From an optimization exercise on the open Yosys and OpenROAD flow, aimed at small area and a short achievable clock period; shortcuts taken in it are not production practice.
The RTL was checked by simulation tests, not by an equivalence proof against the original design.

==> flow/design.v <==
package xgmii_rx_pkg;
    localparam logic [7:0]  XGMII_TERM  = 8'hFD;
    localparam logic [63:0] START_WORD  = 64'hD5555555555555FB;
    localparam logic [31:0] CRC_POLY_REFL = 32'hEDB88320;
    localparam logic [31:0] CRC_PRESET    = 32'hFFFFFFFF;
endpackage
module xgmii_ctrl_decode (
    input  logic [63:0] xgmii_d_i,
    input  logic [7:0]  xgmii_c_i,
    output logic        start_lane0_o,
    output logic        data_o,
    output logic [7:0]  term_at_o
);
    always_comb begin
        for (int l = 0; l < 8; l++) begin
            term_at_o[l] = (xgmii_c_i == 8'(8'hFF << l)) && (xgmii_d_i[8*l +: 8] == 8'hFD);
        end
    end
    assign data_o  = (xgmii_c_i == 8'h00);
    assign start_lane0_o = (xgmii_c_i == 8'h01) && (xgmii_d_i[7:0] == 8'hFB);
endmodule
module xgmii_rx_xor2 (
    input  logic a_i,
    input  logic b_i,
    output logic y_o
);
    assign y_o = a_i ^ b_i;
endmodule
module crc32_d64 (
    input  logic [31:0] crc_i,
    input  logic [63:0] data_i,
    output logic [31:0] crc_o
);
    logic [63:0] din;
    logic x64, x65, x66, x67, x68, x69, x70, x71, x72, x73, x74, x75, x76, x77, x78, x79, x80, x81, x82, x83, x84, x85, x86, x87, x88, x89, x90, x91, x92, x93, x94, x95, x96, x97, x98, x99, x100, x101, x102, x103, x104, x105, x106, x107, x108, x109, x110, x111, x112, x113, x114, x115, x116, x117, x118, x119, x120, x121, x122, x123, x124, x125, x126, x127, x128, x129, x130, x131, x132, x133, x134, x135, x136, x137, x138, x139, x140, x141, x142, x143, x144, x145, x146, x147, x148, x149, x150, x151, x152, x153, x154, x155, x156, x157, x158, x159, x160, x161, x162, x163, x164, x165, x166, x167, x168, x169, x170, x171, x172, x173, x174, x175, x176, x177, x178, x179, x180, x181, x182, x183, x184, x185, x186, x187, x188, x189, x190, x191, x192, x193, x194, x195, x196, x197, x198, x199, x200, x201, x202, x203, x204, x205, x206, x207, x208, x209, x210, x211, x212, x213, x214, x215, x216, x217, x218, x219, x220, x221, x1222, x1223, x1224, x1225, x1226, x1227, x1228, x1229, x1230, x1231, x1232, x1233, x1234, x1235, x1236, x1237, x1238, x1239, x1240, x1241, x1242, x1243, x1244, x1245, x1246, x1247, x1248, x1249, x1250, x1251, x1252, x1253, x1254, x1255, x1256, x1257, x1258, x1259, x1260, x1261, x1262, x1263, x1264, x1265, x1266, x1267, x1268, x1269, x1270, x1271, x1272, x1273, x1274, x1275, x1276, x1277, x1278, x1279, x1280, x1281, x1282, x1283, x1284, x1285, x1286, x1287, x1288, x1289, x1290, x1291, x1292, x1293, x1294, x1295, x1296, x1297, x1298, x1299, x1300, x1301, x1302, x1303, x1304, x1305, x1306, x1307, x1308, x1309, x1310, x1311, x1312, x1313, x1314, x1315, x1316, x1317, x1318, x1319, x1320, x1321, x1322, x1323, x1324, x1325, x1326, x1327, x1328, x1329, x1330, x1331, x1332, x1333, x1334, x1335, x1336, x1337, x1338, x1339, x1340, x1341, x1342, x1343, x1344, x1345, x1346, x1347, x1348, x1349, x1350, x1351, x1352, x1353, x1354, x1355, x1356, x1357, x1358, x1359, x1360, x1361, x1362, x1363, x1364, x1365, x1366, x1367, x1368, x1369, x1370, x1371, x1372, x1373, x1374, x1375, x1376, x1377, x1378, x1379, x1380, x1381, x1382, x1383, x1384, x1385, x1386, x1387, x1388, x1389, x1390, x1391, x1392, x1393, x1394, x1395, x1396, x1397, x1398, x1399, x1400, x1401, x1402, x1403, x1404, x1405, x1406, x1407, x1408, x1409, x1410, x1411, x1412, x1413, x1414, x1415, x1416, x1417, x1418, x1419, x1420, x1421, x1422, x1423, x1424, x1425, x1426, x1427, x1428, x1429, x1430, x1431, x1432, x1433, x1434, x1435, x1436, x1437, x1438, x1439, x1440, x1441, x1442, x1443, x1444, x1445;
    assign din[63:32] = data_i[63:32];
    for (genvar i = 0; i < 32; i++) begin : g_in
        xgmii_rx_xor2 u_x (.a_i(data_i[i]), .b_i(crc_i[i]), .y_o(din[i]));
    end
    xgmii_rx_xor2 u_0 (.a_i(din[3]), .b_i(din[13]), .y_o(x64));
    xgmii_rx_xor2 u_1 (.a_i(din[11]), .b_i(din[12]), .y_o(x65));
    xgmii_rx_xor2 u_2 (.a_i(din[4]), .b_i(din[39]), .y_o(x66));
    xgmii_rx_xor2 u_3 (.a_i(din[32]), .b_i(din[54]), .y_o(x67));
    xgmii_rx_xor2 u_4 (.a_i(din[6]), .b_i(din[16]), .y_o(x68));
    xgmii_rx_xor2 u_5 (.a_i(din[5]), .b_i(din[31]), .y_o(x69));
    xgmii_rx_xor2 u_6 (.a_i(din[7]), .b_i(din[36]), .y_o(x70));
    xgmii_rx_xor2 u_7 (.a_i(din[8]), .b_i(din[37]), .y_o(x71));
    xgmii_rx_xor2 u_8 (.a_i(din[19]), .b_i(din[34]), .y_o(x72));
    xgmii_rx_xor2 u_9 (.a_i(din[10]), .b_i(din[56]), .y_o(x73));
    xgmii_rx_xor2 u_10 (.a_i(din[9]), .b_i(din[60]), .y_o(x74));
    xgmii_rx_xor2 u_11 (.a_i(din[47]), .b_i(x64), .y_o(x75));
    xgmii_rx_xor2 u_12 (.a_i(din[30]), .b_i(din[55]), .y_o(x76));
    xgmii_rx_xor2 u_13 (.a_i(din[15]), .b_i(din[44]), .y_o(x77));
    xgmii_rx_xor2 u_14 (.a_i(din[1]), .b_i(din[14]), .y_o(x78));
    xgmii_rx_xor2 u_15 (.a_i(din[18]), .b_i(din[38]), .y_o(x79));
    xgmii_rx_xor2 u_16 (.a_i(din[35]), .b_i(din[53]), .y_o(x80));
    xgmii_rx_xor2 u_17 (.a_i(din[57]), .b_i(din[63]), .y_o(x81));
    xgmii_rx_xor2 u_18 (.a_i(din[21]), .b_i(x65), .y_o(x82));
    xgmii_rx_xor2 u_19 (.a_i(din[17]), .b_i(x66), .y_o(x83));
    xgmii_rx_xor2 u_20 (.a_i(din[50]), .b_i(din[62]), .y_o(x84));
    xgmii_rx_xor2 u_21 (.a_i(din[25]), .b_i(din[52]), .y_o(x85));
    xgmii_rx_xor2 u_22 (.a_i(din[2]), .b_i(din[59]), .y_o(x86));
    xgmii_rx_xor2 u_23 (.a_i(din[26]), .b_i(din[46]), .y_o(x87));
    xgmii_rx_xor2 u_24 (.a_i(din[45]), .b_i(din[61]), .y_o(x88));
    xgmii_rx_xor2 u_25 (.a_i(din[42]), .b_i(din[58]), .y_o(x89));
    xgmii_rx_xor2 u_26 (.a_i(din[23]), .b_i(din[43]), .y_o(x90));
    xgmii_rx_xor2 u_27 (.a_i(din[20]), .b_i(din[40]), .y_o(x91));
    xgmii_rx_xor2 u_28 (.a_i(din[27]), .b_i(x67), .y_o(x92));
    xgmii_rx_xor2 u_29 (.a_i(din[48]), .b_i(x76), .y_o(x93));
    xgmii_rx_xor2 u_30 (.a_i(din[41]), .b_i(x82), .y_o(x94));
    xgmii_rx_xor2 u_31 (.a_i(din[49]), .b_i(x69), .y_o(x95));
    xgmii_rx_xor2 u_32 (.a_i(din[33]), .b_i(din[51]), .y_o(x96));
    xgmii_rx_xor2 u_33 (.a_i(din[22]), .b_i(x68), .y_o(x97));
    xgmii_rx_xor2 u_34 (.a_i(din[0]), .b_i(x70), .y_o(x98));
    xgmii_rx_xor2 u_35 (.a_i(din[28]), .b_i(din[29]), .y_o(x99));
    xgmii_rx_xor2 u_36 (.a_i(din[24]), .b_i(x71), .y_o(x100));
    xgmii_rx_xor2 u_37 (.a_i(x73), .b_i(x95), .y_o(x101));
    xgmii_rx_xor2 u_38 (.a_i(x74), .b_i(x80), .y_o(x102));
    xgmii_rx_xor2 u_39 (.a_i(x81), .b_i(x84), .y_o(x103));
    xgmii_rx_xor2 u_40 (.a_i(din[13]), .b_i(x83), .y_o(x104));
    xgmii_rx_xor2 u_41 (.a_i(din[32]), .b_i(x77), .y_o(x105));
    xgmii_rx_xor2 u_42 (.a_i(din[11]), .b_i(x92), .y_o(x106));
    xgmii_rx_xor2 u_43 (.a_i(din[0]), .b_i(x72), .y_o(x107));
    xgmii_rx_xor2 u_44 (.a_i(din[12]), .b_i(x90), .y_o(x108));
    xgmii_rx_xor2 u_45 (.a_i(din[5]), .b_i(x97), .y_o(x109));
    xgmii_rx_xor2 u_46 (.a_i(din[39]), .b_i(x69), .y_o(x110));
    xgmii_rx_xor2 u_47 (.a_i(din[34]), .b_i(x75), .y_o(x111));
    xgmii_rx_xor2 u_48 (.a_i(x85), .b_i(x99), .y_o(x112));
    xgmii_rx_xor2 u_49 (.a_i(x87), .b_i(x88), .y_o(x113));
    xgmii_rx_xor2 u_50 (.a_i(din[51]), .b_i(x112), .y_o(x114));
    xgmii_rx_xor2 u_51 (.a_i(din[35]), .b_i(x78), .y_o(x115));
    xgmii_rx_xor2 u_52 (.a_i(din[21]), .b_i(x100), .y_o(x116));
    xgmii_rx_xor2 u_53 (.a_i(din[7]), .b_i(din[61]), .y_o(x117));
    xgmii_rx_xor2 u_54 (.a_i(x74), .b_i(x93), .y_o(x118));
    xgmii_rx_xor2 u_55 (.a_i(din[19]), .b_i(x66), .y_o(x119));
    xgmii_rx_xor2 u_56 (.a_i(din[62]), .b_i(x79), .y_o(x120));
    xgmii_rx_xor2 u_57 (.a_i(x89), .b_i(x96), .y_o(x121));
    xgmii_rx_xor2 u_58 (.a_i(x86), .b_i(x91), .y_o(x122));
    xgmii_rx_xor2 u_59 (.a_i(x71), .b_i(x107), .y_o(x123));
    xgmii_rx_xor2 u_60 (.a_i(din[56]), .b_i(x94), .y_o(x124));
    xgmii_rx_xor2 u_61 (.a_i(din[22]), .b_i(x65), .y_o(x125));
    xgmii_rx_xor2 u_62 (.a_i(din[25]), .b_i(din[43]), .y_o(x126));
    xgmii_rx_xor2 u_63 (.a_i(din[8]), .b_i(din[24]), .y_o(x127));
    xgmii_rx_xor2 u_64 (.a_i(din[29]), .b_i(din[40]), .y_o(x128));
    xgmii_rx_xor2 u_65 (.a_i(din[46]), .b_i(din[48]), .y_o(x129));
    xgmii_rx_xor2 u_66 (.a_i(din[14]), .b_i(din[57]), .y_o(x130));
    xgmii_rx_xor2 u_67 (.a_i(din[54]), .b_i(x75), .y_o(x131));
    xgmii_rx_xor2 u_68 (.a_i(din[20]), .b_i(din[57]), .y_o(x132));
    xgmii_rx_xor2 u_69 (.a_i(din[9]), .b_i(din[10]), .y_o(x133));
    xgmii_rx_xor2 u_70 (.a_i(din[58]), .b_i(x68), .y_o(x134));
    xgmii_rx_xor2 u_71 (.a_i(din[15]), .b_i(din[49]), .y_o(x135));
    xgmii_rx_xor2 u_72 (.a_i(din[28]), .b_i(din[55]), .y_o(x136));
    xgmii_rx_xor2 u_73 (.a_i(x78), .b_i(x116), .y_o(x137));
    xgmii_rx_xor2 u_74 (.a_i(din[42]), .b_i(x128), .y_o(x138));
    xgmii_rx_xor2 u_75 (.a_i(din[36]), .b_i(x106), .y_o(x139));
    xgmii_rx_xor2 u_76 (.a_i(din[17]), .b_i(din[63]), .y_o(x140));
    xgmii_rx_xor2 u_77 (.a_i(din[27]), .b_i(x125), .y_o(x141));
    xgmii_rx_xor2 u_78 (.a_i(din[3]), .b_i(x72), .y_o(x142));
    xgmii_rx_xor2 u_79 (.a_i(din[38]), .b_i(din[41]), .y_o(x143));
    xgmii_rx_xor2 u_80 (.a_i(din[4]), .b_i(din[44]), .y_o(x144));
    xgmii_rx_xor2 u_81 (.a_i(din[15]), .b_i(x80), .y_o(x145));
    xgmii_rx_xor2 u_82 (.a_i(din[34]), .b_i(x89), .y_o(x146));
    xgmii_rx_xor2 u_83 (.a_i(din[9]), .b_i(din[16]), .y_o(x147));
    xgmii_rx_xor2 u_84 (.a_i(din[30]), .b_i(din[35]), .y_o(x148));
    xgmii_rx_xor2 u_85 (.a_i(din[47]), .b_i(x71), .y_o(x149));
    xgmii_rx_xor2 u_86 (.a_i(x64), .b_i(x146), .y_o(x150));
    xgmii_rx_xor2 u_87 (.a_i(x94), .b_i(x102), .y_o(x151));
    xgmii_rx_xor2 u_88 (.a_i(x101), .b_i(x130), .y_o(x152));
    xgmii_rx_xor2 u_89 (.a_i(din[45]), .b_i(x70), .y_o(x153));
    xgmii_rx_xor2 u_90 (.a_i(x108), .b_i(x127), .y_o(x154));
    xgmii_rx_xor2 u_91 (.a_i(din[59]), .b_i(x140), .y_o(x155));
    xgmii_rx_xor2 u_92 (.a_i(x110), .b_i(x122), .y_o(x156));
    xgmii_rx_xor2 u_93 (.a_i(din[24]), .b_i(din[48]), .y_o(x157));
    xgmii_rx_xor2 u_94 (.a_i(din[37]), .b_i(x121), .y_o(x158));
    xgmii_rx_xor2 u_95 (.a_i(x73), .b_i(x98), .y_o(x159));
    xgmii_rx_xor2 u_96 (.a_i(din[25]), .b_i(x101), .y_o(x160));
    xgmii_rx_xor2 u_97 (.a_i(x92), .b_i(x103), .y_o(x161));
    xgmii_rx_xor2 u_98 (.a_i(din[33]), .b_i(x135), .y_o(x162));
    xgmii_rx_xor2 u_99 (.a_i(din[2]), .b_i(din[23]), .y_o(x163));
    xgmii_rx_xor2 u_100 (.a_i(x91), .b_i(x139), .y_o(x164));
    xgmii_rx_xor2 u_101 (.a_i(din[63]), .b_i(x109), .y_o(x165));
    xgmii_rx_xor2 u_102 (.a_i(din[2]), .b_i(x98), .y_o(x166));
    xgmii_rx_xor2 u_103 (.a_i(din[1]), .b_i(din[8]), .y_o(x167));
    xgmii_rx_xor2 u_104 (.a_i(x97), .b_i(x102), .y_o(x168));
    xgmii_rx_xor2 u_105 (.a_i(x79), .b_i(x123), .y_o(x169));
    xgmii_rx_xor2 u_106 (.a_i(din[35]), .b_i(x138), .y_o(x170));
    xgmii_rx_xor2 u_107 (.a_i(din[59]), .b_i(x85), .y_o(x171));
    xgmii_rx_xor2 u_108 (.a_i(din[34]), .b_i(din[37]), .y_o(x172));
    xgmii_rx_xor2 u_109 (.a_i(din[31]), .b_i(x87), .y_o(x173));
    xgmii_rx_xor2 u_110 (.a_i(din[55]), .b_i(x117), .y_o(x174));
    xgmii_rx_xor2 u_111 (.a_i(din[61]), .b_i(x104), .y_o(x175));
    xgmii_rx_xor2 u_112 (.a_i(x90), .b_i(x171), .y_o(x176));
    xgmii_rx_xor2 u_113 (.a_i(x142), .b_i(x164), .y_o(x177));
    xgmii_rx_xor2 u_114 (.a_i(din[6]), .b_i(x115), .y_o(x178));
    xgmii_rx_xor2 u_115 (.a_i(x67), .b_i(x133), .y_o(x179));
    xgmii_rx_xor2 u_116 (.a_i(x106), .b_i(x144), .y_o(x180));
    xgmii_rx_xor2 u_117 (.a_i(x84), .b_i(x88), .y_o(x181));
    xgmii_rx_xor2 u_118 (.a_i(din[1]), .b_i(din[60]), .y_o(x182));
    xgmii_rx_xor2 u_119 (.a_i(x120), .b_i(x150), .y_o(x183));
    xgmii_rx_xor2 u_120 (.a_i(din[7]), .b_i(x72), .y_o(x184));
    xgmii_rx_xor2 u_121 (.a_i(din[39]), .b_i(din[50]), .y_o(x185));
    xgmii_rx_xor2 u_122 (.a_i(din[10]), .b_i(din[58]), .y_o(x186));
    xgmii_rx_xor2 u_123 (.a_i(din[26]), .b_i(x157), .y_o(x187));
    xgmii_rx_xor2 u_124 (.a_i(din[6]), .b_i(din[18]), .y_o(x188));
    xgmii_rx_xor2 u_125 (.a_i(x78), .b_i(x153), .y_o(x189));
    xgmii_rx_xor2 u_126 (.a_i(din[14]), .b_i(x103), .y_o(x190));
    xgmii_rx_xor2 u_127 (.a_i(x108), .b_i(x143), .y_o(x191));
    xgmii_rx_xor2 u_128 (.a_i(x126), .b_i(x137), .y_o(x192));
    xgmii_rx_xor2 u_129 (.a_i(x155), .b_i(x173), .y_o(x193));
    xgmii_rx_xor2 u_130 (.a_i(din[22]), .b_i(x132), .y_o(x194));
    xgmii_rx_xor2 u_131 (.a_i(x94), .b_i(x172), .y_o(x195));
    xgmii_rx_xor2 u_132 (.a_i(din[28]), .b_i(x111), .y_o(x196));
    xgmii_rx_xor2 u_133 (.a_i(din[5]), .b_i(din[30]), .y_o(x197));
    xgmii_rx_xor2 u_134 (.a_i(din[2]), .b_i(din[26]), .y_o(x198));
    xgmii_rx_xor2 u_135 (.a_i(din[23]), .b_i(x180), .y_o(x199));
    xgmii_rx_xor2 u_136 (.a_i(din[42]), .b_i(x113), .y_o(x200));
    xgmii_rx_xor2 u_137 (.a_i(din[38]), .b_i(x134), .y_o(x201));
    xgmii_rx_xor2 u_138 (.a_i(x83), .b_i(x115), .y_o(x202));
    xgmii_rx_xor2 u_139 (.a_i(din[11]), .b_i(x119), .y_o(x203));
    xgmii_rx_xor2 u_140 (.a_i(x113), .b_i(x160), .y_o(x204));
    xgmii_rx_xor2 u_141 (.a_i(din[60]), .b_i(x105), .y_o(x205));
    xgmii_rx_xor2 u_142 (.a_i(din[50]), .b_i(x182), .y_o(x206));
    xgmii_rx_xor2 u_143 (.a_i(din[33]), .b_i(x136), .y_o(x207));
    xgmii_rx_xor2 u_144 (.a_i(x93), .b_i(x205), .y_o(x208));
    xgmii_rx_xor2 u_145 (.a_i(x124), .b_i(x174), .y_o(x209));
    xgmii_rx_xor2 u_146 (.a_i(din[41]), .b_i(x184), .y_o(x210));
    xgmii_rx_xor2 u_147 (.a_i(din[29]), .b_i(x110), .y_o(x211));
    xgmii_rx_xor2 u_148 (.a_i(x104), .b_i(x107), .y_o(x212));
    xgmii_rx_xor2 u_149 (.a_i(din[52]), .b_i(x77), .y_o(x213));
    xgmii_rx_xor2 u_150 (.a_i(x70), .b_i(x120), .y_o(x214));
    xgmii_rx_xor2 u_151 (.a_i(din[16]), .b_i(x114), .y_o(x215));
    xgmii_rx_xor2 u_152 (.a_i(x86), .b_i(x190), .y_o(x216));
    xgmii_rx_xor2 u_153 (.a_i(din[31]), .b_i(din[56]), .y_o(x217));
    xgmii_rx_xor2 u_154 (.a_i(x81), .b_i(x96), .y_o(x218));
    xgmii_rx_xor2 u_155 (.a_i(din[40]), .b_i(din[45]), .y_o(x219));
    xgmii_rx_xor2 u_156 (.a_i(din[43]), .b_i(x118), .y_o(x220));
    xgmii_rx_xor2 u_157 (.a_i(x149), .b_i(x165), .y_o(x221));
    xgmii_rx_xor2 u_158 (.a_i(din[33]), .b_i(din[52]), .y_o(x1222));
    xgmii_rx_xor2 u_159 (.a_i(x1222), .b_i(x133), .y_o(x1223));
    xgmii_rx_xor2 u_160 (.a_i(x1223), .b_i(x93), .y_o(x1224));
    xgmii_rx_xor2 u_161 (.a_i(x1224), .b_i(x201), .y_o(x1225));
    xgmii_rx_xor2 u_162 (.a_i(x202), .b_i(x1225), .y_o(x1226));
    xgmii_rx_xor2 u_163 (.a_i(x1226), .b_i(x177), .y_o(crc_o[0]));
    xgmii_rx_xor2 u_164 (.a_i(din[18]), .b_i(x122), .y_o(x1227));
    xgmii_rx_xor2 u_165 (.a_i(x145), .b_i(x207), .y_o(x1228));
    xgmii_rx_xor2 u_166 (.a_i(x83), .b_i(x98), .y_o(x1229));
    xgmii_rx_xor2 u_167 (.a_i(x101), .b_i(x1227), .y_o(x1230));
    xgmii_rx_xor2 u_168 (.a_i(x1228), .b_i(x1229), .y_o(x1231));
    xgmii_rx_xor2 u_169 (.a_i(x1230), .b_i(x1231), .y_o(x1232));
    xgmii_rx_xor2 u_170 (.a_i(x195), .b_i(x1232), .y_o(crc_o[1]));
    xgmii_rx_xor2 u_171 (.a_i(din[36]), .b_i(din[57]), .y_o(x1233));
    xgmii_rx_xor2 u_172 (.a_i(x1233), .b_i(x64), .y_o(x1234));
    xgmii_rx_xor2 u_173 (.a_i(x67), .b_i(x1234), .y_o(x1235));
    xgmii_rx_xor2 u_174 (.a_i(x206), .b_i(x109), .y_o(x1236));
    xgmii_rx_xor2 u_175 (.a_i(x1235), .b_i(x170), .y_o(x1237));
    xgmii_rx_xor2 u_176 (.a_i(x1236), .b_i(x1237), .y_o(x1238));
    xgmii_rx_xor2 u_177 (.a_i(x124), .b_i(x169), .y_o(x1239));
    xgmii_rx_xor2 u_178 (.a_i(x1238), .b_i(x1239), .y_o(crc_o[2]));
    xgmii_rx_xor2 u_179 (.a_i(din[19]), .b_i(din[9]), .y_o(x1240));
    xgmii_rx_xor2 u_180 (.a_i(x1240), .b_i(x76), .y_o(x1241));
    xgmii_rx_xor2 u_181 (.a_i(x1241), .b_i(x194), .y_o(x1242));
    xgmii_rx_xor2 u_182 (.a_i(x1242), .b_i(x158), .y_o(x1243));
    xgmii_rx_xor2 u_183 (.a_i(x166), .b_i(x178), .y_o(x1244));
    xgmii_rx_xor2 u_184 (.a_i(x191), .b_i(x1243), .y_o(x1245));
    xgmii_rx_xor2 u_185 (.a_i(x1244), .b_i(x175), .y_o(x1246));
    xgmii_rx_xor2 u_186 (.a_i(x1245), .b_i(x1246), .y_o(crc_o[3]));
    xgmii_rx_xor2 u_187 (.a_i(x90), .b_i(x213), .y_o(x1247));
    xgmii_rx_xor2 u_188 (.a_i(x1247), .b_i(x156), .y_o(x1248));
    xgmii_rx_xor2 u_189 (.a_i(x159), .b_i(x1248), .y_o(x1249));
    xgmii_rx_xor2 u_190 (.a_i(x137), .b_i(x183), .y_o(x1250));
    xgmii_rx_xor2 u_191 (.a_i(x1249), .b_i(x1250), .y_o(crc_o[4]));
    xgmii_rx_xor2 u_192 (.a_i(din[3]), .b_i(x143), .y_o(x1251));
    xgmii_rx_xor2 u_193 (.a_i(x219), .b_i(x81), .y_o(x1252));
    xgmii_rx_xor2 u_194 (.a_i(x86), .b_i(x105), .y_o(x1253));
    xgmii_rx_xor2 u_195 (.a_i(x1251), .b_i(x1252), .y_o(x1254));
    xgmii_rx_xor2 u_196 (.a_i(x1253), .b_i(x1254), .y_o(x1255));
    xgmii_rx_xor2 u_197 (.a_i(x168), .b_i(x203), .y_o(x1256));
    xgmii_rx_xor2 u_198 (.a_i(x1255), .b_i(x1256), .y_o(x1257));
    xgmii_rx_xor2 u_199 (.a_i(x1257), .b_i(x192), .y_o(crc_o[5]));
    xgmii_rx_xor2 u_200 (.a_i(din[5]), .b_i(x163), .y_o(x1258));
    xgmii_rx_xor2 u_201 (.a_i(x85), .b_i(x1258), .y_o(x1259));
    xgmii_rx_xor2 u_202 (.a_i(x1259), .b_i(x141), .y_o(x1260));
    xgmii_rx_xor2 u_203 (.a_i(x178), .b_i(x200), .y_o(x1261));
    xgmii_rx_xor2 u_204 (.a_i(x210), .b_i(x1260), .y_o(x1262));
    xgmii_rx_xor2 u_205 (.a_i(x1261), .b_i(x208), .y_o(x1263));
    xgmii_rx_xor2 u_206 (.a_i(x1262), .b_i(x1263), .y_o(crc_o[6]));
    xgmii_rx_xor2 u_207 (.a_i(din[20]), .b_i(din[27]), .y_o(x1264));
    xgmii_rx_xor2 u_208 (.a_i(din[28]), .b_i(din[62]), .y_o(x1265));
    xgmii_rx_xor2 u_209 (.a_i(x1264), .b_i(x1265), .y_o(x1266));
    xgmii_rx_xor2 u_210 (.a_i(x217), .b_i(x68), .y_o(x1267));
    xgmii_rx_xor2 u_211 (.a_i(x80), .b_i(x1266), .y_o(x1268));
    xgmii_rx_xor2 u_212 (.a_i(x1267), .b_i(x162), .y_o(x1269));
    xgmii_rx_xor2 u_213 (.a_i(x75), .b_i(x1268), .y_o(x1270));
    xgmii_rx_xor2 u_214 (.a_i(x1269), .b_i(x154), .y_o(x1271));
    xgmii_rx_xor2 u_215 (.a_i(x166), .b_i(x200), .y_o(x1272));
    xgmii_rx_xor2 u_216 (.a_i(x1270), .b_i(x1271), .y_o(x1273));
    xgmii_rx_xor2 u_217 (.a_i(x1272), .b_i(x1273), .y_o(crc_o[7]));
    xgmii_rx_xor2 u_218 (.a_i(din[17]), .b_i(x129), .y_o(x1274));
    xgmii_rx_xor2 u_219 (.a_i(x144), .b_i(x147), .y_o(x1275));
    xgmii_rx_xor2 u_220 (.a_i(x70), .b_i(x99), .y_o(x1276));
    xgmii_rx_xor2 u_221 (.a_i(x1274), .b_i(x1275), .y_o(x1277));
    xgmii_rx_xor2 u_222 (.a_i(x1276), .b_i(x111), .y_o(x1278));
    xgmii_rx_xor2 u_223 (.a_i(x1277), .b_i(x161), .y_o(x1279));
    xgmii_rx_xor2 u_224 (.a_i(x1278), .b_i(x1279), .y_o(x1280));
    xgmii_rx_xor2 u_225 (.a_i(x1280), .b_i(x192), .y_o(crc_o[8]));
    xgmii_rx_xor2 u_226 (.a_i(din[18]), .b_i(din[1]), .y_o(x1281));
    xgmii_rx_xor2 u_227 (.a_i(din[39]), .b_i(din[45]), .y_o(x1282));
    xgmii_rx_xor2 u_228 (.a_i(din[49]), .b_i(x1281), .y_o(x1283));
    xgmii_rx_xor2 u_229 (.a_i(x1282), .b_i(x198), .y_o(x1284));
    xgmii_rx_xor2 u_230 (.a_i(x77), .b_i(x1283), .y_o(x1285));
    xgmii_rx_xor2 u_231 (.a_i(x1284), .b_i(x114), .y_o(x1286));
    xgmii_rx_xor2 u_232 (.a_i(x1285), .b_i(x1286), .y_o(x1287));
    xgmii_rx_xor2 u_233 (.a_i(x1287), .b_i(x221), .y_o(x1288));
    xgmii_rx_xor2 u_234 (.a_i(x1288), .b_i(x177), .y_o(crc_o[9]));
    xgmii_rx_xor2 u_235 (.a_i(din[53]), .b_i(x163), .y_o(x1289));
    xgmii_rx_xor2 u_236 (.a_i(x185), .b_i(x186), .y_o(x1290));
    xgmii_rx_xor2 u_237 (.a_i(x67), .b_i(x87), .y_o(x1291));
    xgmii_rx_xor2 u_238 (.a_i(x99), .b_i(x1289), .y_o(x1292));
    xgmii_rx_xor2 u_239 (.a_i(x1290), .b_i(x1291), .y_o(x1293));
    xgmii_rx_xor2 u_240 (.a_i(x1292), .b_i(x1293), .y_o(x1294));
    xgmii_rx_xor2 u_241 (.a_i(x189), .b_i(x1294), .y_o(x1295));
    xgmii_rx_xor2 u_242 (.a_i(x195), .b_i(x1295), .y_o(crc_o[10]));
    xgmii_rx_xor2 u_243 (.a_i(din[15]), .b_i(din[38]), .y_o(x1296));
    xgmii_rx_xor2 u_244 (.a_i(din[46]), .b_i(x1296), .y_o(x1297));
    xgmii_rx_xor2 u_245 (.a_i(x76), .b_i(x86), .y_o(x1298));
    xgmii_rx_xor2 u_246 (.a_i(x96), .b_i(x100), .y_o(x1299));
    xgmii_rx_xor2 u_247 (.a_i(x1297), .b_i(x1298), .y_o(x1300));
    xgmii_rx_xor2 u_248 (.a_i(x1299), .b_i(x1300), .y_o(x1301));
    xgmii_rx_xor2 u_249 (.a_i(x131), .b_i(x141), .y_o(x1302));
    xgmii_rx_xor2 u_250 (.a_i(x170), .b_i(x1301), .y_o(x1303));
    xgmii_rx_xor2 u_251 (.a_i(x1302), .b_i(x1303), .y_o(crc_o[11]));
    xgmii_rx_xor2 u_252 (.a_i(din[14]), .b_i(din[16]), .y_o(x1304));
    xgmii_rx_xor2 u_253 (.a_i(din[36]), .b_i(x1304), .y_o(x1305));
    xgmii_rx_xor2 u_254 (.a_i(x217), .b_i(x66), .y_o(x1306));
    xgmii_rx_xor2 u_255 (.a_i(x85), .b_i(x1305), .y_o(x1307));
    xgmii_rx_xor2 u_256 (.a_i(x1306), .b_i(x118), .y_o(x1308));
    xgmii_rx_xor2 u_257 (.a_i(x1307), .b_i(x191), .y_o(x1309));
    xgmii_rx_xor2 u_258 (.a_i(x1308), .b_i(x1309), .y_o(x1310));
    xgmii_rx_xor2 u_259 (.a_i(x196), .b_i(x1310), .y_o(crc_o[12]));
    xgmii_rx_xor2 u_260 (.a_i(din[37]), .b_i(x80), .y_o(x1311));
    xgmii_rx_xor2 u_261 (.a_i(x105), .b_i(x1311), .y_o(x1312));
    xgmii_rx_xor2 u_262 (.a_i(x138), .b_i(x187), .y_o(x1313));
    xgmii_rx_xor2 u_263 (.a_i(x1312), .b_i(x1313), .y_o(x1314));
    xgmii_rx_xor2 u_264 (.a_i(x1314), .b_i(x152), .y_o(x1315));
    xgmii_rx_xor2 u_265 (.a_i(x175), .b_i(x1315), .y_o(crc_o[13]));
    xgmii_rx_xor2 u_266 (.a_i(din[41]), .b_i(x126), .y_o(x1316));
    xgmii_rx_xor2 u_267 (.a_i(x130), .b_i(x197), .y_o(x1317));
    xgmii_rx_xor2 u_268 (.a_i(x219), .b_i(x79), .y_o(x1318));
    xgmii_rx_xor2 u_269 (.a_i(x84), .b_i(x1316), .y_o(x1319));
    xgmii_rx_xor2 u_270 (.a_i(x1317), .b_i(x1318), .y_o(x1320));
    xgmii_rx_xor2 u_271 (.a_i(x134), .b_i(x162), .y_o(x1321));
    xgmii_rx_xor2 u_272 (.a_i(x1319), .b_i(x1320), .y_o(x1322));
    xgmii_rx_xor2 u_273 (.a_i(x1321), .b_i(x1322), .y_o(x1323));
    xgmii_rx_xor2 u_274 (.a_i(x139), .b_i(x1323), .y_o(crc_o[14]));
    xgmii_rx_xor2 u_275 (.a_i(din[12]), .b_i(x136), .y_o(x1324));
    xgmii_rx_xor2 u_276 (.a_i(x185), .b_i(x68), .y_o(x1325));
    xgmii_rx_xor2 u_277 (.a_i(x77), .b_i(x1324), .y_o(x1326));
    xgmii_rx_xor2 u_278 (.a_i(x1325), .b_i(x1326), .y_o(x1327));
    xgmii_rx_xor2 u_279 (.a_i(x158), .b_i(x193), .y_o(x1328));
    xgmii_rx_xor2 u_280 (.a_i(x210), .b_i(x1327), .y_o(x1329));
    xgmii_rx_xor2 u_281 (.a_i(x1328), .b_i(x1329), .y_o(crc_o[15]));
    xgmii_rx_xor2 u_282 (.a_i(din[29]), .b_i(din[59]), .y_o(x1330));
    xgmii_rx_xor2 u_283 (.a_i(din[8]), .b_i(x1330), .y_o(x1331));
    xgmii_rx_xor2 u_284 (.a_i(x188), .b_i(x73), .y_o(x1332));
    xgmii_rx_xor2 u_285 (.a_i(x121), .b_i(x1331), .y_o(x1333));
    xgmii_rx_xor2 u_286 (.a_i(x1332), .b_i(x131), .y_o(x1334));
    xgmii_rx_xor2 u_287 (.a_i(x1333), .b_i(x189), .y_o(x1335));
    xgmii_rx_xor2 u_288 (.a_i(x203), .b_i(x1334), .y_o(x1336));
    xgmii_rx_xor2 u_289 (.a_i(x1335), .b_i(x220), .y_o(x1337));
    xgmii_rx_xor2 u_290 (.a_i(x1336), .b_i(x1337), .y_o(crc_o[16]));
    xgmii_rx_xor2 u_291 (.a_i(din[46]), .b_i(din[4]), .y_o(x1338));
    xgmii_rx_xor2 u_292 (.a_i(x117), .b_i(x1338), .y_o(x1339));
    xgmii_rx_xor2 u_293 (.a_i(x65), .b_i(x122), .y_o(x1340));
    xgmii_rx_xor2 u_294 (.a_i(x1339), .b_i(x213), .y_o(x1341));
    xgmii_rx_xor2 u_295 (.a_i(x123), .b_i(x1340), .y_o(x1342));
    xgmii_rx_xor2 u_296 (.a_i(x1341), .b_i(x1342), .y_o(x1343));
    xgmii_rx_xor2 u_297 (.a_i(x152), .b_i(x220), .y_o(x1344));
    xgmii_rx_xor2 u_298 (.a_i(x1343), .b_i(x1344), .y_o(crc_o[17]));
    xgmii_rx_xor2 u_299 (.a_i(x132), .b_i(x167), .y_o(x1345));
    xgmii_rx_xor2 u_300 (.a_i(x105), .b_i(x1345), .y_o(x1346));
    xgmii_rx_xor2 u_301 (.a_i(x181), .b_i(x75), .y_o(x1347));
    xgmii_rx_xor2 u_302 (.a_i(x101), .b_i(x1346), .y_o(x1348));
    xgmii_rx_xor2 u_303 (.a_i(x1347), .b_i(x201), .y_o(x1349));
    xgmii_rx_xor2 u_304 (.a_i(x1348), .b_i(x1349), .y_o(x1350));
    xgmii_rx_xor2 u_305 (.a_i(x151), .b_i(x1350), .y_o(crc_o[18]));
    xgmii_rx_xor2 u_306 (.a_i(x129), .b_i(x88), .y_o(x1351));
    xgmii_rx_xor2 u_307 (.a_i(x121), .b_i(x1351), .y_o(x1352));
    xgmii_rx_xor2 u_308 (.a_i(x179), .b_i(x82), .y_o(x1353));
    xgmii_rx_xor2 u_309 (.a_i(x97), .b_i(x98), .y_o(x1354));
    xgmii_rx_xor2 u_310 (.a_i(x104), .b_i(x1352), .y_o(x1355));
    xgmii_rx_xor2 u_311 (.a_i(x1353), .b_i(x1354), .y_o(x1356));
    xgmii_rx_xor2 u_312 (.a_i(x1355), .b_i(x1356), .y_o(x1357));
    xgmii_rx_xor2 u_313 (.a_i(x216), .b_i(x1357), .y_o(crc_o[19]));
    xgmii_rx_xor2 u_314 (.a_i(din[13]), .b_i(din[20]), .y_o(x1358));
    xgmii_rx_xor2 u_315 (.a_i(din[51]), .b_i(din[59]), .y_o(x1359));
    xgmii_rx_xor2 u_316 (.a_i(x129), .b_i(x135), .y_o(x1360));
    xgmii_rx_xor2 u_317 (.a_i(x1358), .b_i(x1359), .y_o(x1361));
    xgmii_rx_xor2 u_318 (.a_i(x148), .b_i(x74), .y_o(x1362));
    xgmii_rx_xor2 u_319 (.a_i(x108), .b_i(x119), .y_o(x1363));
    xgmii_rx_xor2 u_320 (.a_i(x1360), .b_i(x1361), .y_o(x1364));
    xgmii_rx_xor2 u_321 (.a_i(x1362), .b_i(x92), .y_o(x1365));
    xgmii_rx_xor2 u_322 (.a_i(x1363), .b_i(x1364), .y_o(x1366));
    xgmii_rx_xor2 u_323 (.a_i(x1365), .b_i(x214), .y_o(x1367));
    xgmii_rx_xor2 u_324 (.a_i(x1366), .b_i(x1367), .y_o(x1368));
    xgmii_rx_xor2 u_325 (.a_i(x1368), .b_i(x221), .y_o(crc_o[20]));
    xgmii_rx_xor2 u_326 (.a_i(din[0]), .b_i(din[58]), .y_o(x1369));
    xgmii_rx_xor2 u_327 (.a_i(din[63]), .b_i(x117), .y_o(x1370));
    xgmii_rx_xor2 u_328 (.a_i(x1369), .b_i(x148), .y_o(x1371));
    xgmii_rx_xor2 u_329 (.a_i(x1370), .b_i(x1371), .y_o(x1372));
    xgmii_rx_xor2 u_330 (.a_i(x206), .b_i(x95), .y_o(x1373));
    xgmii_rx_xor2 u_331 (.a_i(x116), .b_i(x1372), .y_o(x1374));
    xgmii_rx_xor2 u_332 (.a_i(x1373), .b_i(x1374), .y_o(x1375));
    xgmii_rx_xor2 u_333 (.a_i(x196), .b_i(x1375), .y_o(x1376));
    xgmii_rx_xor2 u_334 (.a_i(x199), .b_i(x1376), .y_o(crc_o[21]));
    xgmii_rx_xor2 u_335 (.a_i(din[17]), .b_i(din[30]), .y_o(x1377));
    xgmii_rx_xor2 u_336 (.a_i(din[54]), .b_i(x127), .y_o(x1378));
    xgmii_rx_xor2 u_337 (.a_i(x1377), .b_i(x186), .y_o(x1379));
    xgmii_rx_xor2 u_338 (.a_i(x1378), .b_i(x1379), .y_o(x1380));
    xgmii_rx_xor2 u_339 (.a_i(x142), .b_i(x181), .y_o(x1381));
    xgmii_rx_xor2 u_340 (.a_i(x1380), .b_i(x1381), .y_o(x1382));
    xgmii_rx_xor2 u_341 (.a_i(x141), .b_i(x156), .y_o(x1383));
    xgmii_rx_xor2 u_342 (.a_i(x1382), .b_i(x1383), .y_o(x1384));
    xgmii_rx_xor2 u_343 (.a_i(x215), .b_i(x1384), .y_o(crc_o[22]));
    xgmii_rx_xor2 u_344 (.a_i(din[0]), .b_i(din[23]), .y_o(x1385));
    xgmii_rx_xor2 u_345 (.a_i(din[32]), .b_i(din[4]), .y_o(x1386));
    xgmii_rx_xor2 u_346 (.a_i(din[62]), .b_i(x1385), .y_o(x1387));
    xgmii_rx_xor2 u_347 (.a_i(x1386), .b_i(x188), .y_o(x1388));
    xgmii_rx_xor2 u_348 (.a_i(x64), .b_i(x76), .y_o(x1389));
    xgmii_rx_xor2 u_349 (.a_i(x91), .b_i(x1387), .y_o(x1390));
    xgmii_rx_xor2 u_350 (.a_i(x1388), .b_i(x1389), .y_o(x1391));
    xgmii_rx_xor2 u_351 (.a_i(x114), .b_i(x1390), .y_o(x1392));
    xgmii_rx_xor2 u_352 (.a_i(x1391), .b_i(x193), .y_o(x1393));
    xgmii_rx_xor2 u_353 (.a_i(x1392), .b_i(x1393), .y_o(x1394));
    xgmii_rx_xor2 u_354 (.a_i(x151), .b_i(x1394), .y_o(crc_o[23]));
    xgmii_rx_xor2 u_355 (.a_i(x140), .b_i(x79), .y_o(x1395));
    xgmii_rx_xor2 u_356 (.a_i(x89), .b_i(x91), .y_o(x1396));
    xgmii_rx_xor2 u_357 (.a_i(x1395), .b_i(x1396), .y_o(x1397));
    xgmii_rx_xor2 u_358 (.a_i(x187), .b_i(x111), .y_o(x1398));
    xgmii_rx_xor2 u_359 (.a_i(x1397), .b_i(x168), .y_o(x1399));
    xgmii_rx_xor2 u_360 (.a_i(x211), .b_i(x1398), .y_o(x1400));
    xgmii_rx_xor2 u_361 (.a_i(x1399), .b_i(x1400), .y_o(x1401));
    xgmii_rx_xor2 u_362 (.a_i(x209), .b_i(x1401), .y_o(crc_o[24]));
    xgmii_rx_xor2 u_363 (.a_i(din[33]), .b_i(din[49]), .y_o(x1402));
    xgmii_rx_xor2 u_364 (.a_i(x1402), .b_i(x147), .y_o(x1403));
    xgmii_rx_xor2 u_365 (.a_i(x167), .b_i(x1403), .y_o(x1404));
    xgmii_rx_xor2 u_366 (.a_i(x194), .b_i(x1404), .y_o(x1405));
    xgmii_rx_xor2 u_367 (.a_i(x176), .b_i(x1405), .y_o(x1406));
    xgmii_rx_xor2 u_368 (.a_i(x183), .b_i(x1406), .y_o(x1407));
    xgmii_rx_xor2 u_369 (.a_i(x209), .b_i(x1407), .y_o(crc_o[25]));
    xgmii_rx_xor2 u_370 (.a_i(din[21]), .b_i(din[22]), .y_o(x1408));
    xgmii_rx_xor2 u_371 (.a_i(din[26]), .b_i(din[44]), .y_o(x1409));
    xgmii_rx_xor2 u_372 (.a_i(x1408), .b_i(x1409), .y_o(x1410));
    xgmii_rx_xor2 u_373 (.a_i(x73), .b_i(x89), .y_o(x1411));
    xgmii_rx_xor2 u_374 (.a_i(x102), .b_i(x1410), .y_o(x1412));
    xgmii_rx_xor2 u_375 (.a_i(x1411), .b_i(x1412), .y_o(x1413));
    xgmii_rx_xor2 u_376 (.a_i(x154), .b_i(x1413), .y_o(x1414));
    xgmii_rx_xor2 u_377 (.a_i(x212), .b_i(x216), .y_o(x1415));
    xgmii_rx_xor2 u_378 (.a_i(x1414), .b_i(x1415), .y_o(crc_o[26]));
    xgmii_rx_xor2 u_379 (.a_i(din[24]), .b_i(x79), .y_o(x1416));
    xgmii_rx_xor2 u_380 (.a_i(x88), .b_i(x1416), .y_o(x1417));
    xgmii_rx_xor2 u_381 (.a_i(x218), .b_i(x109), .y_o(x1418));
    xgmii_rx_xor2 u_382 (.a_i(x1417), .b_i(x176), .y_o(x1419));
    xgmii_rx_xor2 u_383 (.a_i(x1418), .b_i(x1419), .y_o(x1420));
    xgmii_rx_xor2 u_384 (.a_i(x208), .b_i(x212), .y_o(x1421));
    xgmii_rx_xor2 u_385 (.a_i(x1420), .b_i(x1421), .y_o(crc_o[27]));
    xgmii_rx_xor2 u_386 (.a_i(din[24]), .b_i(din[3]), .y_o(x1422));
    xgmii_rx_xor2 u_387 (.a_i(din[53]), .b_i(x1422), .y_o(x1423));
    xgmii_rx_xor2 u_388 (.a_i(x1423), .b_i(x118), .y_o(x1424));
    xgmii_rx_xor2 u_389 (.a_i(x214), .b_i(x1424), .y_o(x1425));
    xgmii_rx_xor2 u_390 (.a_i(x1425), .b_i(x199), .y_o(x1426));
    xgmii_rx_xor2 u_391 (.a_i(x204), .b_i(x1426), .y_o(crc_o[28]));
    xgmii_rx_xor2 u_392 (.a_i(din[47]), .b_i(din[6]), .y_o(x1427));
    xgmii_rx_xor2 u_393 (.a_i(x1427), .b_i(x65), .y_o(x1428));
    xgmii_rx_xor2 u_394 (.a_i(x100), .b_i(x119), .y_o(x1429));
    xgmii_rx_xor2 u_395 (.a_i(x1428), .b_i(x207), .y_o(x1430));
    xgmii_rx_xor2 u_396 (.a_i(x1429), .b_i(x1430), .y_o(x1431));
    xgmii_rx_xor2 u_397 (.a_i(x161), .b_i(x1431), .y_o(x1432));
    xgmii_rx_xor2 u_398 (.a_i(x1432), .b_i(x204), .y_o(crc_o[29]));
    xgmii_rx_xor2 u_399 (.a_i(din[12]), .b_i(din[19]), .y_o(x1433));
    xgmii_rx_xor2 u_400 (.a_i(x1433), .b_i(x197), .y_o(x1434));
    xgmii_rx_xor2 u_401 (.a_i(x87), .b_i(x103), .y_o(x1435));
    xgmii_rx_xor2 u_402 (.a_i(x1434), .b_i(x131), .y_o(x1436));
    xgmii_rx_xor2 u_403 (.a_i(x1435), .b_i(x159), .y_o(x1437));
    xgmii_rx_xor2 u_404 (.a_i(x202), .b_i(x1436), .y_o(x1438));
    xgmii_rx_xor2 u_405 (.a_i(x1437), .b_i(x215), .y_o(x1439));
    xgmii_rx_xor2 u_406 (.a_i(x1438), .b_i(x1439), .y_o(crc_o[30]));
    xgmii_rx_xor2 u_407 (.a_i(din[16]), .b_i(x198), .y_o(x1440));
    xgmii_rx_xor2 u_408 (.a_i(x1440), .b_i(x145), .y_o(x1441));
    xgmii_rx_xor2 u_409 (.a_i(x179), .b_i(x218), .y_o(x1442));
    xgmii_rx_xor2 u_410 (.a_i(x75), .b_i(x1441), .y_o(x1443));
    xgmii_rx_xor2 u_411 (.a_i(x1442), .b_i(x211), .y_o(x1444));
    xgmii_rx_xor2 u_412 (.a_i(x1443), .b_i(x1444), .y_o(x1445));
    xgmii_rx_xor2 u_413 (.a_i(x169), .b_i(x1445), .y_o(crc_o[31]));
endmodule
module xgmii_rx_beat (
    input  logic [63:40] xgmii_d_i,
    input  logic [7:0]   xgmii_c_i,
    input  logic         frame_i,
    input  logic         end_i,
    output logic         beat_o
);
    logic more;
    assign more = (xgmii_c_i == 8'h00)
               || ((xgmii_c_i == 8'hE0) && (xgmii_d_i[47:40] == 8'hFD))
               || ((xgmii_c_i == 8'hC0) && (xgmii_d_i[55:48] == 8'hFD))
               || ((xgmii_c_i == 8'h80) && (xgmii_d_i[63:56] == 8'hFD));
    assign beat_o = end_i || (frame_i && more);
endmodule
module xgmii2axis_rx (
    input  logic        clk,
    input  logic        inv_aresetn,
    input  logic [63:0] xgmii_d_i,
    input  logic [7:0]  xgmii_c_i,
    output logic [63:0] m_axis_tdata_o,
    output logic [7:0]  m_axis_tkeep_o,
    output logic        m_axis_tvalid_o,
    output logic        m_axis_tlast_o,
    output logic        m_axis_tuser_o,
    output logic [31:0] good_frames_o,
    output logic [31:0] bad_frames_o
);
    function automatic logic [31:0] residue_at(input logic [2:0] lane);
        case (lane)
            3'd0: residue_at = 32'h842A3990;
            3'd1: residue_at = 32'h94784E13;
            3'd2: residue_at = 32'h1C759789;
            3'd3: residue_at = 32'h19F6EB51;
            3'd4: residue_at = 32'h9ADD2096;
            3'd5: residue_at = 32'h62932081;
            3'd6: residue_at = 32'h4E3D5E5C;
            default: residue_at = 32'h39DD08E2;
        endcase
    endfunction
    function automatic logic [7:0] last_keep(input logic [2:0] lane);
        case (lane)
            3'd0: last_keep = 8'h0F;
            3'd1: last_keep = 8'h1F;
            3'd2: last_keep = 8'h3F;
            3'd3: last_keep = 8'h7F;
            3'd4: last_keep = 8'hFF;
            3'd5: last_keep = 8'h01;
            3'd6: last_keep = 8'h03;
            default: last_keep = 8'h07;
        endcase
    endfunction
    logic        x_start, x_data, x_beat;
    logic [7:0]  x_term_at;
    logic [63:0] held_q;
    logic        h_start0_q, h_data_q, h_start;
    logic [7:0]  h_term_at_q;
    logic        first_q, data_q;
    logic        h_frame, h_tail, h_end;
    logic [31:0] crc_q;
    logic [31:0] crc_next;
    logic        crc_ok;
    logic [7:0]  end_keep;
    logic        end_q;
    logic [7:0]  end_term_at_q;
    logic [63:0] tdata_q;
    logic [7:0]  tkeep_q;
    logic        tvalid_q, tlast_q, tuser_q;
    logic [31:0] good_q, bad_q;
    logic [63:0] ctrl_mask;
    always_comb begin
        for (int l = 0; l < 8; l++) ctrl_mask[8*l +: 8] = {8{xgmii_c_i[l]}};
    end
    assign h_start = h_start0_q && (held_q[63:8] == 56'hD5555555555555);
    assign h_frame = (first_q || data_q) && h_data_q;
    assign h_tail  = data_q && |h_term_at_q[7:5];
    assign h_end   = data_q && !h_data_q;
    xgmii_ctrl_decode u_decode (
        .xgmii_d_i   (xgmii_d_i),
        .xgmii_c_i   (xgmii_c_i),
        .start_lane0_o (x_start),
        .data_o      (x_data),
        .term_at_o   (x_term_at)
    );
    xgmii_rx_beat u_beat (
        .xgmii_d_i (xgmii_d_i[63:40]),
        .xgmii_c_i (xgmii_c_i),
        .frame_i   (h_frame),
        .end_i     (end_q),
        .beat_o    (x_beat)
    );
    crc32_d64 u_crc (
        .crc_i  (crc_q),
        .data_i (held_q),
        .crc_o  (crc_next)
    );
    always_comb begin
        logic [31:0] residue;
        residue  = '0;
        end_keep = 8'hFF;
        for (int l = 0; l < 8; l++) begin
            if (end_term_at_q[l]) begin
                residue  = residue | residue_at(3'(l));
                end_keep = last_keep(3'(l));
            end
        end
        crc_ok = (|end_term_at_q) && (crc_q == residue);
    end
    always_ff @(posedge clk) begin
        held_q        <= xgmii_d_i & ~ctrl_mask;
        h_term_at_q   <= x_term_at;
        crc_q         <= (h_start && !data_q) ? xgmii_rx_pkg::CRC_PRESET : crc_next;
        if (h_frame || h_tail) tdata_q <= held_q;
        end_term_at_q <= h_term_at_q;
        tkeep_q       <= end_q ? end_keep : 8'hFF;
        tlast_q       <= end_q;
        tuser_q       <= end_q && crc_ok;
        if (inv_aresetn) begin
            h_start0_q <= 1'b0;
            h_data_q  <= 1'b0;
            first_q   <= 1'b0;
            data_q    <= 1'b0;
            end_q     <= 1'b0;
            tvalid_q  <= 1'b0;
            good_q    <= '0;
            bad_q     <= '0;
        end else begin
            h_start0_q <= x_start;
            h_data_q  <= x_data;
            first_q   <= h_start && !data_q;
            data_q    <= h_frame;
            end_q     <= h_end;
            tvalid_q  <= x_beat;
            if (end_q) begin
                if (crc_ok) good_q <= good_q + 1'b1;
                else bad_q <= bad_q + 1'b1;
            end
        end
    end
    assign m_axis_tdata_o  = tdata_q;
    assign m_axis_tkeep_o  = tkeep_q;
    assign m_axis_tvalid_o = tvalid_q;
    assign m_axis_tlast_o  = tlast_q;
    assign m_axis_tuser_o  = tuser_q;
    assign good_frames_o   = good_q;
    assign bad_frames_o    = bad_q;
endmodule
==> flow/flow/run.sh <==
#!/bin/bash
# The standard layout, with plain buffers (not delay cells) on the ports, and timing repair
# aimed at a 4.2 ns period (setup margin 10.8 ns on the 15 ns clock)
set -euo pipefail
bash standard.sh "BUFFER_PORTS_ARGS=-buffer_cell sky130_fd_sc_hd__buf_2" SETUP_SLACK_MARGIN=10.8 finish > layout.log 2>&1
==> flow/standard.sh <==
#!/bin/bash
# synth_recipe.tcl (not shown) runs the flow's synth.tcl, then flattens the netlist and writes it again
# the make line also repeats each setting of config.mk as NAME=value (left out here)
make -C /OpenROAD-flow-scripts/flow DESIGN_CONFIG=/design/flow/config.mk WORK_HOME=/design/flow/orfs CLKGATE_MAP_FILE= SYNTH_SCRIPT=/design/flow/synth_recipe.tcl "${@:-finish}"
==> flow/config.mk <==
export PLATFORM = sky130hd
export DESIGN_NAME = xgmii2axis_rx
export DESIGN_NICKNAME = xgmii2axis_rx
export VERILOG_FILES = /design/flow/design.v
export SDC_FILE = /design/flow/constraint.sdc
export NUM_CORES = 4
export LEC_CHECK = 0
export CAP_MARGIN = 20
export CORE_MARGIN = 2
export CORE_UTILIZATION = 40
export CTS_CLUSTER_DIAMETER = 90
export CTS_CLUSTER_SIZE = 24
export SLEW_MARGIN = 20
export SYNTH_HIERARCHICAL = 1
==> flow/constraint.sdc <==
create_clock -name core_clock -period 15.0 [get_ports {clk}]
set_input_delay 3.0000 -clock core_clock [delete_from_list [all_inputs] [get_ports {clk}]]
set_output_delay 3.0000 -clock core_clock [all_outputs]
set_load 0.01 [all_outputs]
==> flow_metrics.py, run 1 <==
metrics = {
    "die": {
        "num_rows": 67,
        "initial_core_util_pct": 40.4,
        "dieWidth_um": 187,
        "floorplan.die_area_um2": 35100,
        "die_h_um": 187,
        "num_io_pins": 213,
        "core_area_um2": 33300,
    },
    "setup_path": {
        "cp.required_ns": 12.00,
        "r2r_cells": 9,
        "cp.arrival_ns": 1.13,
        "critPathMaxStageDelay_ns": 0.45,
        "crit_path_start_kind": "register",
        "crit_buf_inv": 1,
        "path_max_fanout": 6,
        "end_kind": "primary output",
        "r2r-end": "good_q[26]",
        "crit_slowest_cell": "dfxtp_1",
        "cp_cell_sequence": "buf_2",
        "r2r_slack_ns": 11.07,
        "critPathTopFamily": "flip-flops",
        "crit_start": "good_q[2]",
        "crit_type": "reg2out",
        "r2r-start": "end_term_at_q[3]",
    },
    "cells_and_area": {
        "finalNonFillerCells": 1981,
        "antenna_cells": 0,
        "layout_common_cells": "xor2_1 (474), buf_2 (211), dfxtp_1 (190)",
        "fillers": 3234,
        "final_common_cell": "xor2_1",
        "nets": 1600,
        "syn_to_final_growth_pct": 15.8,
        "drive_gt1_share_pct": 19.6,
    },
    "timing": {
        "setup_viol": 0,
        "tns_ns": 0,
        "finalHoldViolations": 0,
        "rsz0062_at_grt": "false",
        "fmax_ghz": 0.242,
        "fin_skew_ns": 0.0216,
        "timing.final.crit_share_pct": 27.5,
        "worstMarginPinSlew_ns": 0.942,
        "max_slew_margin_pct": 37.0,
        "fin_crit_ns": 4.13,
        "final_max_slew_viol_count": 0,
    },
    "synth": {
        "synth_cell_types": 63,
        "synth_seq_cells": 255,
        "yosys_warnings": 8,
        "synth_cells": 1316,
        "syn-mean-instance-area_um2": 10.2,
        "synth_area_um2": 13400,
        "ys_seq_area_share_pct": 42.8,
        "async_reset_ff_share_pct": 0,
        "synth_area_leaders": "xor2_1 (31%), dfxtp_1 (28%), edfxtp_1 (14%)",
        "synthFlopType": "dfxtp_1",
        "syn-num-nets": 1392,
        "synth.top_cell.area_share_pct": 30.9,
        "synth_area_leader_cell": "xor2_1",
        "synth_edf_count": 64,
    },
    "grt": {
        "grt_max_degree": 71,
        "grt_antenna_before_repair": 0,
        "overflow": 0,
        "grt_first_pass_wirelength_um": 65700,
        "grtUsageTotal_pct": 24.9,
        "grt_pass1_vias": 10100,
    },
    "placed_design": {
        "place.gp.congestion": 1.01,
        "hpwl_um": 34600,
        "portBuffers": 211,
        "dp_cells": 1954,
    },
    "clock_tree": {
        "htree_num_levels": 1,
        "cts_buffers": 16,
        "clkTransAtPathRegs_ns": 0.09,
        "cts_sinks": 255,
        "clockBufferDepth": 3,
        "cts_root_buf": "clkbuf_16",
        "clkLatencyLatePin_ns": 0.52,
        "cts_tree": "done",
    },
    "outcome": {
        "status": "timing/DRC/antenna clean",
    },
    "drt": {
        "met2WireLength_um": 20000,
        "highest_layer": "met4",
        "via_per_inst": 5.22,
        "dr_wl_met3_um": 2710,
        "finalWirelength_um": 44400,
        "final_antenna_net_count": 0,
        "drc_errors": 0,
        "wl_met1_um": 20400,
        "drtIter0Drc": 878,
        "routedWlPerCell_um": 22.4,
        "dr.pass1.iters": 5,
        "vias": 10300,
    },
    "hold_path": {
        "holdCritStartpoint": "h_term_at_q[2]",
        "hold_end": "end_term_at_q[2]",
        "hold_path.class": "reg2reg",
        "whs_path_depth": 0,
    },
    "flow_run": {
        "cap_violations": 0,
    },
}
per-layer routing:
metal  GRT usage, %  vias up
met5              0        -
met1           35.8     5004
met3           3.32       65
met4           6.47        0
met2           39.3      380
li1               -     4892
per-module statistics from Yosys (local to each module, per instance), excerpt:
module,cells,flip-flops and latches,copies in the design
xgmii2axis_rx,810,255,1
xgmii_ctrl_decode,43,0,1
xgmii_rx_beat,17,0,1
xgmii_rx_xor2,1,0,446
per-stage QoR:
stage	setup slack, ns	hold slack, ns	utilization (%)	cell area, µm²
floorplan	10.80	0.310	-	13400
global placement	10.51	0.310	45.1	15000
detailed placement	10.48	0.312	45.1	15000
CTS	10.85	0.334	46.7	15500
global route	10.81	0.343	46.7	15600
finish	10.87	0.335	46.7	15600
worst max path at each step:
stage | end | slack (ns) | depth (start not counted)
floorplan | h_term_at_q[7] | 10.80 | 3
global placement | h_term_at_q[7] | 10.51 | 4
detailed placement | h_term_at_q[7] | 10.48 | 4
CTS | good_frames_o[3] | 10.85 | 1
global route | good_frames_o[4] | 10.81 | 1
finish | good_frames_o[2] | 10.87 | 1
repair_timing:
| item | CTS | global route |
|---|---|---|
| buffers inserted | 0 | 0 |
| hold endpoints to repair | 0 | 0 |
| setup endpoints to repair | 0 | 1 |
| hold buffers | 0 | 0 |
| resized for setup | 0 | 1 |
synth_stat cells, types with 19 or more instances:
library cell,count
nand3_1,38
nand2_1,29
edfxtp_1,64
or2_2,35
nand4_1,38
clkbuf_1,29
a21oi_1,27
or3_1,19
nor2_1,60
nor2b_1,71
nor3_1,28
xor2_1,474
dfxtp_1,191
xnor2_1,27
sequential cells by signal (all words and copies together), names as in the netlist, 7 cells and up:
register       count
h_term_at_q        8
bad_q             32
tkeep_q            7
held_q            64
good_q            32
crc_q             32
tdata_q           64
end_term_at_q      8
final cells by class:
cell class | count | area, µm² | share of cell area (%)
clock inverters | 3 | 56.3 | 0.362
flip-flops and latches | 255 | 5750 | 37.0
well taps | 448 | 561 | 3.60
inverters | 16 | 60.1 | 0.386
repair buffers | 227 | 1180 | 7.56
clock buffers | 24 | 472 | 3.03
multi-input cells | 1008 | 7480 | 48.1
cells by family after synthesis:
logic type / after synthesis / synth area share (%)
AOI/OAI and AO/OA: 80 / 3.87
adders and majority gates: 2 / 0.186
buffers and inverters: 53 / 1.60
xor gates and xnor gates: 501 / 32.7
other: 1 / 0.0279
muxes: 1 / 0.0838
and+or+nand+nor: 423 / 18.8
DFF: 255 / 42.8
==> run 2: changes to the inputs <==
==> flow/flow/run.sh (replaced) <==
#!/bin/bash
# The standard layout, with plain buffers (not delay cells) on the ports, and timing repair
# aimed at a 4.0 ns period (setup margin 11 ns on the 15 ns clock)
set -euo pipefail
bash standard.sh "BUFFER_PORTS_ARGS=-buffer_cell sky130_fd_sc_hd__buf_1" SETUP_SLACK_MARGIN=11 finish > layout.log 2>&1
==> run 2 against run 1 <==
Effect of this change:
- clock-buffer cell count down 2
- synthesized cell count is the same
- sequential share of layout area is 1.2 points lower
- critical path depth unchanged
==> flow_metrics.py, run 2 <==
metrics = {
    "drt": {
        "routedWlPerCell_um": 22.1,
        "dr.pass1.iters": 5,
        "drtIter0Drc": 1012,
        "vias": 10800,
        "finalWirelength_um": 45300,
        "via_per_inst": 5.27,
        "final_antenna_net_count": 0,
        "drc_errors": 0,
    },
    "synth": {
        "synthFlopType": "dfxtp_1",
        "synth.top_cell.area_share_pct": 30.9,
        "syn-mean-instance-area_um2": 10.2,
        "synth_area_leader_cell": "xor2_1",
        "async_reset_ff_share_pct": 0,
        "synth_edf_count": 64,
        "ys_seq_area_share_pct": 42.8,
        "yosys_warnings": 8,
        "synth_seq_cells": 255,
        "yosysMostFrequentCell": "xor2_1",
        "yosys-top-cells-count": "xor2_1 (474), dfxtp_1 (191), nor2b_1 (71), edfxtp_1 (64), nor2_1 (60)",
        "synth_cell_types": 63,
        "synth_area_um2": 13400,
        "synth_area_leaders": "xor2_1 (31%), dfxtp_1 (28%), edfxtp_1 (14%)",
        "syn-num-nets": 1392,
        "synth_cells": 1316,
    },
    "setup_path": {
        "r2r-start": "crc_q[6]",
        "critPathMaxStageDelay_ns": 0.42,
        "critPathTopFamily": "flip-flops",
        "r2r-end": "crc_q[9]",
        "cp.arrival_ns": 1.07,
        "r2r_slack_ns": 11.13,
        "cp.required_ns": 12.00,
        "crit_type": "reg2out",
        "crit_buf_inv": 1,
        "crit_slowest_cell": "edfxtp_1",
        "path_max_fanout": 1,
        "r2r_cells": 9,
        "crit_path_start_kind": "register",
        "end_kind": "primary output",
        "cp_cell_sequence": "clkbuf_2",
        "crit_cells": 1,
    },
    "hold_path": {
        "hold_end": "end_term_at_q[1]",
        "hold_path.class": "reg2reg",
        "whs_path_depth": 0,
        "holdCritStartpoint": "h_term_at_q[1]",
    },
    "die": {
        "num_io_pins": 213,
        "num_rows": 67,
        "dieWidth_um": 187,
        "floorplan.die_area_um2": 35100,
        "die_h_um": 187,
        "initial_core_util_pct": 40.4,
        "core_area_um2": 33300,
    },
    "grt": {
        "grtUsageTotal_pct": 25.0,
        "grt_pass1_vias": 10400,
        "grt_antenna_before_repair": 2,
        "overflow": 0,
        "grt_max_degree": 71,
        "grt_first_pass_wirelength_um": 66100,
    },
    "clock_tree": {
        "clockBufferDepth": 3,
        "cts_tree": "done",
        "clkTransAtPathRegs_ns": 0.10,
        "cts_buffers": 15,
        "cts_sinks": 255,
        "clkLatencyLatePin_ns": 0.51,
        "holdBufCountCts": 0,
        "cts_root_buf": "clkbuf_16",
        "htree_num_levels": 1,
    },
    "timing": {
        "fin_crit_ns": 4.07,
        "tns_ns": 0,
        "timing.final.crit_share_pct": 27.2,
        "finalHoldViolations": 0,
        "max_slew_margin_pct": 29.2,
        "final_max_slew_viol_count": 0,
        "setup_viol": 0,
        "rsz0062_at_grt": "true",
        "fmax_ghz": 0.246,
        "worstMarginPinSlew_ns": 1.06,
        "hold_ws_ns": 0.331,
        "fin_skew_ns": 0.0291,
    },
    "placed_design": {
        "hpwl_um": 34300,
        "dpl-instance-area_um2": 14700,
        "portBuffers": 211,
        "place.gp.congestion": 0.987,
    },
    "cells_and_area": {
        "syn_to_final_growth_pct": 22.1,
        "fillers": 3147,
        "multi_input_area_um2": 7500,
        "nets": 1664,
        "final_common_cell": "xor2_1",
        "final_core_util_pct": 49.3,
        "reg_top3": "held_q: 64 flops, tdata_q: 64 flops",
        "layout_common_cells": "xor2_1 (472), dfxtp_1 (120), buf_4 (81)",
        "final_area_um2": 16400,
        "seq_area_um2": 5860,
        "drive_gt1_share_pct": 22.8,
    },
    "flow_run": {
        "cap_violations": 0,
    },
    "outcome": {
        "status": "timing/DRC/antenna clean",
    },
}
-- run 2: cell counts after synthesis --
Identical to the previous run, type by type.
-- run 2: cell families after synthesis --
kind of cell | Yosys count | share of synthesized area, %
compound gates | 80 | 3.87
xor+xnor | 501 | 32.7
fa+ha+maj | 2 | 0.186
buf+inv | 53 | 1.60
flops | 255 | 42.8
mux | 1 | 0.0838
other cells | 1 | 0.0279
simple gates | 423 | 18.8
-- run 2: timing repair --
action | CTS | global route
buffers inserted | 55 | 14
resized for setup | 198 | 94
hold endpoints to repair | 0 | 0
endpoints found under the setup margin | 140 | 132
pin swaps | 0 | 1
-- run 2: Yosys stat by module (local to each module, per instance), excerpt --
module	area, µm²	cells inside
xgmii_ctrl_decode	295	43
xgmii2axis_rx	9100	810
xgmii_rx_beat	131	17
xgmii_rx_xor2	8.76	1
-- run 2: worst max path at each step --
stage / from / end / slack (ns)
3_3_place_gp: xgmii_c_i[6] / tvalid_q / 10.42
6_report: tdata_q[26] / m_axis_tdata_o[26] / 10.93
5_1_grt: tdata_q[26] / m_axis_tdata_o[26] / 10.89
3_5_place_dp: xgmii_c_i[1] / h_term_at_q[7] / 10.36
2_1_floorplan: xgmii_c_i[1] / h_term_at_q[7] / 10.89
4_1_cts: bad_q[0] / bad_frames_o[0] / 10.89
-- run 2: layer usage --
metal	part of all wire, %	GRT usage, %
met5	0	0
met1	44	34.3
met2	45	39.7
met3	7.4	4.48
met4	3.5	8.73
-- run 2: per-stage QoR --
step                std cells  setup WS (ns)
global placement         1950          10.42
detailed placement       1950          10.36
floorplan                1316          10.89
CTS                      2031          10.89
finish                   2050          10.93
global route             2046          10.89
-- run 2: layout make-up --
type                            instances  share of cell area, %
Antenna cell                            5                 0.0763
Clock buffer                           22                   2.45
Clock inverter                          4                  0.336
Inverter                               16                  0.366
Multi-Input combinational cell       1008                   45.7
Sequential cell                       255                   35.7
Tap cell                              448                   3.42
Timing Repair Buffer                  292                   11.9

## afterwards: timing with drivers on the ports
The flow's constraints put no driver on any port. The routed layouts listed below were extracted and timed again, unchanged, in two steps. Step 1: set_driving_cell puts a clkbuf_16 on clk and a buf_2 on each other input, an assumption about the parent block. Step 2 adds t to the input delays and takes it off the output delays; t is the mean of the earliest and latest rising clock arrival at the registers after step 1. Input paths then give back, and output paths get back, about the clock's delay inside the block. Slacks: ideal / step 1 / step 2; pairs: ideal / step 1.
| run | t (ns) | setup WS [ns] | worst setup path after step 2 | worst register clock-pin slew, ns | cell pins on the clock port's net |
|---|---|---|---|---|---|
| run 1 | 0.557 | 10.871 / 10.818 / 10.468 | input to register | 0.10 / 0.10 | 1 |
| run 2 | 0.548 | 10.927 / 10.877 / 10.519 | input to register | 0.11 / 0.11 | 1 |
After both steps setup and hold are still met in every run listed. The setup slack of run 2, which loses most, moves by -0.050 ns with the drivers and by -0.408 ns with both steps.
